Background: an optimization exercise with open tools, aiming at small area, a short achievable clock period and few clock cycles per item. Do not read the settings as production practice. The RTL was checked by simulation tests, not by an equivalence proof against the original design. The flow treats the clock pin as an ideal source, which a real chip does not have.

## v30
## dense_layer
module dense_layer #(
    parameter int NUM_INPUTS    = 4,
    parameter int NUM_OUTPUTS   = 4,
    parameter int FP_TOTAL_BITS = 16,
    parameter int FP_FRAC_BITS  = 8
) (
    input  logic                                                      clk,
    input  logic                                                      reset,
    input  logic                                                      start,
    input  logic [NUM_INPUTS-1:0][FP_TOTAL_BITS-1:0]                  input_vector,
    input  logic [NUM_OUTPUTS-1:0][NUM_INPUTS-1:0][FP_TOTAL_BITS-1:0] weight_matrix,
    input  logic [NUM_OUTPUTS-1:0][FP_TOTAL_BITS-1:0]                 bias_vector,
    output logic [NUM_OUTPUTS-1:0][FP_TOTAL_BITS-1:0]                 layer_out,
    output logic                                                      busy,
    output logic                                                      done
);
Size: ~4100 cells after synthesis, ~450 I/O pins.
==> flow/config.mk <==
export PLATFORM = sky130hd
export DESIGN_NAME = dense_layer
export DESIGN_NICKNAME = dense_layer
export VERILOG_FILES = /design/flow/design.v
export SDC_FILE = /design/flow/constraint.sdc
export NUM_CORES = 4
export LEC_CHECK = 0
export ABC_AREA = 1
export CAP_MARGIN = 20
export CORE_MARGIN = 2
export CORE_UTILIZATION = 40
export SETUP_SLACK_MARGIN = 5
export SLEW_MARGIN = 20
export SYNTH_HIERARCHICAL = 1
export SYNTH_MINIMUM_KEEP_SIZE = 0
==> flow/constraint.sdc <==
create_clock -name core_clock -period 10.0 [get_ports {clk}]
set_input_delay 2.0000 -clock core_clock [delete_from_list [all_inputs] [get_ports {clk}]]
set_output_delay 2.0000 -clock core_clock [all_outputs]
set_load 0.01 [all_outputs]
standard.sh (not shown) runs the stock make flow with config.mk's settings and CLKGATE_MAP_FILE= SYNTH_SCRIPT=/design/flow/synth_recipe.tcl, a recipe that flattens the netlist after the stock synthesis.
==> flow/flow/run.sh <==
#!/bin/bash
# Own flow: the standard layout (standard.sh, unchanged synthesis), with
#  - port buffers of the smallest buffer cell instead of the default delay cell,
#  - a larger setup repair margin, so timing repair works towards a shorter period.
# Every tool writes its full output under orfs/logs/; make's own output goes to flow.log here.
set -uo pipefail
MARGIN=$(cat flow/margin.txt 2>/dev/null || echo 5)
bash standard.sh finish \
  "BUFFER_PORTS_ARGS=-buffer_cell sky130_fd_sc_hd__buf_1" \
  "SETUP_SLACK_MARGIN=$MARGIN" > flow.log 2>&1
rc=$?
cp -r orfs/logs flow_logs 2>/dev/null || true
exit $rc
==> flow/flow/margin.txt <==
5
v30 has completed all stages; timing, DRC and antenna checks passed.
Testbench counts of v30, summed over its fixed seeds: cycles 3,576, items 512.
> inputs changed (v30 -> v37)
==> flow/flow/margin.txt <==
6.3
Findings:
Comparing v37 and v30, the lower path depth of the worst reg2reg path is on v30. Measured against each other, v37 and v30 differ in design area, the higher figure coming from v37. The global placement routability congestion of v37 is lower than that of v30. Of v37 and v30, the run reporting the lower number of search-and-repair iterations in the first detailed-routing pass was v37. Cell area after technology mapping essentially unchanged between v30 and v37. v37 reports its timing endpoint of the critical path as pipe1[100]$_DFF_P_ while v30 reports busy. Compared to v30, the router laid down more metal wire for v37.

* * *

dense_layer again, from the RTL that the note above started with.
// dense_layer
module dense_layer #(
    parameter int NUM_INPUTS    = 4,
    parameter int NUM_OUTPUTS   = 4,
    parameter int FP_TOTAL_BITS = 16,
    parameter int FP_FRAC_BITS  = 8
) (
    input  logic                                                      clk,
    input  logic                                                      reset,
    input  logic                                                      start,
    input  logic [NUM_INPUTS-1:0][FP_TOTAL_BITS-1:0]                  input_vector,
    input  logic [NUM_OUTPUTS-1:0][NUM_INPUTS-1:0][FP_TOTAL_BITS-1:0] weight_matrix,
    input  logic [NUM_OUTPUTS-1:0][FP_TOTAL_BITS-1:0]                 bias_vector,
    output logic [NUM_OUTPUTS-1:0][FP_TOTAL_BITS-1:0]                 layer_out,
    output logic                                                      busy,
    output logic                                                      done
);
clock: 10.0 ns
lec_check: 0
abc_area: 1
cap_margin: 20
core_margin: 2
core_utilization: 40
cts_cluster_diameter: 150
cts_cluster_size: 30
setup_slack_margin: 5
slew_margin: 20
synth_hierarchical: 1
synth_minimum_keep_size: 0
==> flow/flow/margin.txt <==
5
Scripts as last shown in full above: flow/flow/run.sh
Testbench counts at the start, summed over its fixed seeds: cycles 3,576, items 512.
==> next run, changes <==
- CTS_CLUSTER_DIAMETER: 150 -> 120
- CTS_CLUSTER_SIZE: 30 -> 22
Outcome: Register-to-register slack loses 0.04 ns; worst setup slack improves by 0.023 ns; routed wire length rises slightly; cell area climbs slightly.

* * *

run 1:
dense_layer, a different RTL version from the one above (not shown whole).
Size: ~4,100 cells after synthesis.
==> flow/config.mk <==
export PLATFORM = sky130hd
export DESIGN_NAME = dense_layer
export DESIGN_NICKNAME = dense_layer
export VERILOG_FILES = /design/flow/design.v
export SDC_FILE = /design/flow/constraint.sdc
export NUM_CORES = 4
export LEC_CHECK = 0
export ABC_AREA = 1
export CAP_MARGIN = 20
export CORE_MARGIN = 2
export CORE_UTILIZATION = 40
export CTS_CLUSTER_DIAMETER = 120
export CTS_CLUSTER_SIZE = 24
export SETUP_SLACK_MARGIN = 5
export SLEW_MARGIN = 60
export SYNTH_HIERARCHICAL = 1
export SYNTH_MINIMUM_KEEP_SIZE = 0
==> flow/constraint.sdc <==
create_clock -name core_clock -period 10.0 [get_ports {clk}]
set_input_delay 2.0000 -clock core_clock [delete_from_list [all_inputs] [get_ports {clk}]]
set_output_delay 2.0000 -clock core_clock [all_outputs]
set_load 0.01 [all_outputs]
Scripts as last shown in full above: flow/flow/run.sh, flow/flow/margin.txt
Testbench counts of run 1, summed over its fixed seeds: cycles 3,576, items 512.
Here is what was changed in the inputs of run 2 compared with run 1.
Settings: SLEW_MARGIN: 60 -> 20.
==> flow/flow/margin.txt <==
6.1
Results
No run among run 1 and run 2 stopped early or left any final violation; all are clean. Of run 1 and run 2, the lower time the final worst path needs with I/O delays and setup belongs to run 2. Summary: with run 1 as the reference, final layout net count in run 2 moved up by a few percent. Utilization run 1 -> run 2: up. Sort run 1 and run 2 by transition time of the tightest slew-check pin, ascending, and run 1 comes first. Headroom to the max-slew limit in run 2 vs run 1: down 24 points. Run 1 has a lower maximum number of pins on one net before global-route repair than run 2. Sort run 1 and run 2 by setup slack asc -> top: run 1.
## Diff of input files: run 3 against run 2
==> flow/flow/margin.txt <==
5
==> comparison <==
Run 3 vs run 2 — proportion of cell area occupied by multi-input gates rose 3.9 points.
Delta (run 3 minus run 2): critical path depth now sits lower; post-CTS repair timing setup buffer count now sits lower; total global routing overflow now sits at about the same level.
On sequential share of layout area: between run 3 and run 2, it ends up higher for run 3.
Worst max-slew margin expressed relative to the limit in run 3 vs run 2: down 12 points
diff inputs: run 3 => run 4
Settings: TNS_END_PERCENT: unset -> 0.
==> flow/flow/run.sh <==
#!/bin/bash
# Own flow: the standard layout (standard.sh, unchanged synthesis), with
#  - port buffers of the smallest buffer cell instead of the default delay cell,
#  - the setup repair margin from flow/margin.txt, and any further ORFS make
#    variables listed one per line in flow/extra.txt.
# Every tool writes its full output under orfs/logs/; make's own output goes to flow.log here.
set -uo pipefail
MARGIN=$(cat flow/margin.txt 2>/dev/null || echo 5)
EXTRA=()
if [[ -f flow/extra.txt ]]; then
  while IFS= read -r line; do [[ -n "$line" ]] && EXTRA+=("$line"); done < flow/extra.txt
fi
bash standard.sh finish \
  "BUFFER_PORTS_ARGS=-buffer_cell sky130_fd_sc_hd__buf_1" \
  "SETUP_SLACK_MARGIN=$MARGIN" "${EXTRA[@]}" > flow.log 2>&1
rc=$?
cp -r orfs/logs flow_logs 2>/dev/null || true
exit $rc
==> flow/flow/extra.txt (new file) <==
SETUP_MOVE_SEQUENCE=unbuffer,sizeup,swap
==> flow/flow/margin.txt <==
6.0
--- outcome ---
Run 4 reached the final stage; the timing, DRC and antenna checks on its layout passed.
For wire length of the first global-routing pass, run 4 and run 3 come out practically identical.
Run 4 and run 3 ended up with nearly the same wire length.
Run 3 → run 4: worst hold slack now sits at about the same level, detailed-route via count now sits lower.
Post-synthesis mux area share came out exactly the same in run 4 and run 3.
Run 4 and run 3 ended up with nearly the same all-layer global routing usage.

* * *

dense_layer, a different RTL version from the one above (not shown whole).
Size in the first run: roughly 4,000 cells after synthesis.
Settings: LEC_CHECK=0, ABC_AREA=1, CAP_MARGIN=20, CORE_MARGIN=2, CORE_UTILIZATION=40, CTS_CLUSTER_DIAMETER=120, CTS_CLUSTER_SIZE=24, SETUP_SLACK_MARGIN=5, SLEW_MARGIN=20, SYNTH_HIERARCHICAL=1, SYNTH_MINIMUM_KEEP_SIZE=0, TNS_END_PERCENT=0; clock period 10.0 ns.
==> flow/flow/run.sh <==
#!/bin/bash
# Own flow: the standard layout (standard.sh, unchanged synthesis), with
#  - port buffers of the smallest buffer cell instead of the default delay cell,
#  - the setup repair margin from flow/margin.txt and further ORFS make variables
#    from flow/extra.txt (one per line),
#  - after clock tree synthesis, two extra clock buffers in front of the pipeline registers
#    (pipe1*, which only talk to other registers) per clock leaf net, so that they are clocked
#    a little later: useful skew between the two register-to-register pipeline stages
#    (flow/skew.tcl). Input and output registers keep the clock tree as built.
# Every tool writes its full output to a log: make's to flow_cts.log and flow.log, the skew
# step's to skew.log, ORFS's own per-step logs under orfs/logs/.
set -uo pipefail
MARGIN=$(cat flow/margin.txt 2>/dev/null || echo 5)
EXTRA=()
if [[ -f flow/extra.txt ]]; then
  while IFS= read -r line; do [[ -n "$line" ]] && EXTRA+=("$line"); done < flow/extra.txt
fi
ARGS=("BUFFER_PORTS_ARGS=-buffer_cell sky130_fd_sc_hd__buf_1" "SETUP_SLACK_MARGIN=$MARGIN" "${EXTRA[@]}")
bash standard.sh cts "${ARGS[@]}" > flow_cts.log 2>&1 || exit 1
R=orfs/results/sky130hd/dense_layer/base
SKEW_IN=$R/4_cts.odb SKEW_OUT=$R/4_cts_skew.odb openroad -no_init -exit flow/skew.tcl > skew.log 2>&1 || exit 1
cp $R/4_cts_skew.odb $R/4_cts.odb
bash standard.sh finish "${ARGS[@]}" > flow.log 2>&1
rc=$?
cp -r orfs/logs flow_logs 2>/dev/null || true
exit $rc
==> flow/flow/margin.txt <==
6.0
==> flow/flow/skew.tcl <==
# Delay the clock of the pipeline registers (pipe1*, reg-to-reg only) by two clock buffers
# per clock leaf net that reaches them.
set in_odb $::env(SKEW_IN)
set out_odb $::env(SKEW_OUT)
read_db $in_odb
set db [ord::get_db]
set block [ord::get_db_block]
set groups [dict create]
foreach inst [$block getInsts] {
  if {[string match "pipe1*" [$inst getName]]} {
    set it [$inst findITerm CLK]
    dict lappend groups [[$it getNet] getName] $inst
  }
}
set i 0
dict for {nname insts} $groups {
  set net [$block findNet $nname]
  set n [llength $insts]
  if {$n <= 4} { set cell sky130_fd_sc_hd__clkbuf_4 } elseif {$n <= 14} { set cell sky130_fd_sc_hd__clkbuf_8 } else { set cell sky130_fd_sc_hd__clkbuf_16 }
  set buf [odb::dbInst_create $block [$db findMaster $cell] skew_buf_$i]
  set nn [odb::dbNet_create $block skew_clk_$i]
  $nn setSigType CLOCK
  # a small buffer in front adds a little more delay
  set pre [odb::dbInst_create $block [$db findMaster sky130_fd_sc_hd__clkbuf_2] skew_pre_$i]
  set pn [odb::dbNet_create $block skew_pre_clk_$i]
  $pn setSigType CLOCK
  [$pre findITerm A] connect $net
  [$pre findITerm X] connect $pn
  [$buf findITerm A] connect $pn
  [$buf findITerm X] connect $nn
  set sx 0; set sy 0; set n 0
  foreach inst $insts {
    set it [$inst findITerm CLK]
    $it disconnect
    $it connect $nn
    set loc [$inst getLocation]
    set sx [expr {$sx + [lindex $loc 0]}]; set sy [expr {$sy + [lindex $loc 1]}]; incr n
  }
  $buf setLocation [expr {$sx / $n}] [expr {$sy / $n}]
  $buf setPlacementStatus PLACED
  $pre setLocation [expr {$sx / $n}] [expr {$sy / $n}]
  $pre setPlacementStatus PLACED
  puts "skew: $nname -> skew_clk_$i ($cell) with $n flops"
  incr i
}
global_connect
detailed_placement
check_placement -verbose
write_db $out_odb
Other scripts of this flow, unchanged in this note and not shown: flow/flow/extra.txt
The first run ran to the end with no violations.
Testbench counts at the start, summed over its fixed seeds: cycles 3,576, items 512.
Then changed:
--- a/flow/flow/run.sh
+++ b/flow/flow/run.sh
@@ -6 +6 @@
-#  - after clock tree synthesis, two extra clock buffers in front of the pipeline registers
+#  - after clock tree synthesis, one extra clock buffer in front of the pipeline registers
--- a/flow/flow/skew.tcl
+++ b/flow/flow/skew.tcl
@@ -1 +1 @@
-# Delay the clock of the pipeline registers (pipe1*, reg-to-reg only) by two clock buffers
+# Delay the clock of the pipeline registers (pipe1*, reg-to-reg only) by one clock buffer
@@ -23,7 +23 @@
-  # a small buffer in front adds a little more delay
-  set pre [odb::dbInst_create $block [$db findMaster sky130_fd_sc_hd__clkbuf_2] skew_pre_$i]
-  set pn [odb::dbNet_create $block skew_pre_clk_$i]
-  $pn setSigType CLOCK
-  [$pre findITerm A] connect $net
-  [$pre findITerm X] connect $pn
-  [$buf findITerm A] connect $pn
+  [$buf findITerm A] connect $net
@@ -41,2 +34,0 @@
-  $pre setLocation [expr {$sx / $n}] [expr {$sy / $n}]
-  $pre setPlacementStatus PLACED
Outcome: Synthesized cell count is unchanged. First-iteration DRC count is lower by 1.4%.
Then changed:
--- a/flow/flow/run.sh
+++ b/flow/flow/run.sh
@@ -6 +6 @@
-#  - after clock tree synthesis, one extra clock buffer in front of the pipeline registers
+#  - after clock tree synthesis, two extra clock buffers in front of the pipeline registers
--- a/flow/flow/skew.tcl
+++ b/flow/flow/skew.tcl
@@ -1 +1 @@
-# Delay the clock of the pipeline registers (pipe1*, reg-to-reg only) by one clock buffer
+# Delay the clock of the pipeline registers (pipe1*, reg-to-reg only) by two clock buffers
@@ -23 +23,7 @@
-  [$buf findITerm A] connect $net
+  # a small buffer in front adds a little more delay
+  set pre [odb::dbInst_create $block [$db findMaster sky130_fd_sc_hd__clkbuf_1] skew_pre_$i]
+  set pn [odb::dbNet_create $block skew_pre_clk_$i]
+  $pn setSigType CLOCK
+  [$pre findITerm A] connect $net
+  [$pre findITerm X] connect $pn
+  [$buf findITerm A] connect $pn
@@ -34,0 +41,2 @@
+  $pre setLocation [expr {$sx / $n}] [expr {$sy / $n}]
+  $pre setPlacementStatus PLACED
The changed run went through all stages and came out clean.
Area after synthesis does not change.
Design area is about the same.
Final cell count hardly moves.
Global-route usage hardly moves.
Routed wire length stays flat.
Then changed:
==> flow/flow/margin.txt (replaced) <==
6.3
--- a/flow/flow/skew.tcl
+++ b/flow/flow/skew.tcl
@@ -24 +24 @@
-  set pre [odb::dbInst_create $block [$db findMaster sky130_fd_sc_hd__clkbuf_1] skew_pre_$i]
+  set pre [odb::dbInst_create $block [$db findMaster sky130_fd_sc_hd__clkbuf_2] skew_pre_$i]
Effect: Fmax went down by about 1.4%. Setup slack degrades by 0.057 ns. Clock skew fell by 0.046 ns.

[separate check: timing with driven ports]
How much do the figures lean on ideal ports? The routed layouts below were timed once more, with nothing changed but the port constraints. Step 1, drivers: a clkbuf_16 drives clk and a buf_2 each remaining input, both assumed. Step 2, shift: input delay + t, output delay - t, t = (earliest + latest rising clock arrival at the registers) / 2. This alone moves slack from input paths to output paths. Three values: ideal ports, drivers, drivers and shift; two values: the first two.
run | shift t [ns] | slack for setup (ns) | latest minus earliest clock arrival (ns) | worst register clock-pin slew, ns | worst slew at a driven data input, ns
v30 | 0.730 | 5.949 / 5.872 / 5.992 | 0.026 / 0.025 | 0.07 / 0.07 | 0.08
v37 | 0.718 | 6.144 / 6.144 / 6.144 | 0.039 / 0.039 | 0.06 / 0.06 | 0.08
the first run of note 2 | 0.710 | 5.925 / 5.854 / 6.011 | 0.027 / 0.027 | 0.12 / 0.12 | 0.08
the second run of note 2 | 0.712 | 5.948 / 5.876 / 5.967 | 0.046 / 0.047 | 0.10 / 0.10 | 0.08
run 1 | 0.691 | 5.649 / 5.649 / 5.649 | 0.048 / 0.048 | 0.10 / 0.10 | 0.09
run 2 | 0.710 | 6.005 / 6.005 / 6.005 | 0.047 / 0.048 | 0.11 / 0.11 | 0.08
run 3 | 0.707 | 5.803 / 5.803 / 5.803 | 0.047 / 0.047 | 0.11 / 0.11 | 0.07
run 4 | 0.709 | 5.876 / 5.876 / 5.876 | 0.045 / 0.045 | 0.11 / 0.11 | 0.07
the first run of note 4 | 0.808 | 6.028 / 6.028 / 6.028 | 0.290 / 0.290 | 0.10 / 0.10 | 0.08
the second run of note 4 | 0.750 | 5.931 / 5.931 / 5.931 | 0.181 / 0.181 | 0.10 / 0.10 | 0.08
the third run of note 4 | 0.825 | 6.055 / 6.055 / 6.055 | 0.334 / 0.334 | 0.10 / 0.10 | 0.08
the fourth run of note 4 | 0.808 | 5.997 / 5.997 / 5.997 | 0.288 / 0.288 | 0.09 / 0.09 | 0.08
In the third run of note 4 the clock reaches the registers at very different times; t lies between them, and the last value is a rough guide only.
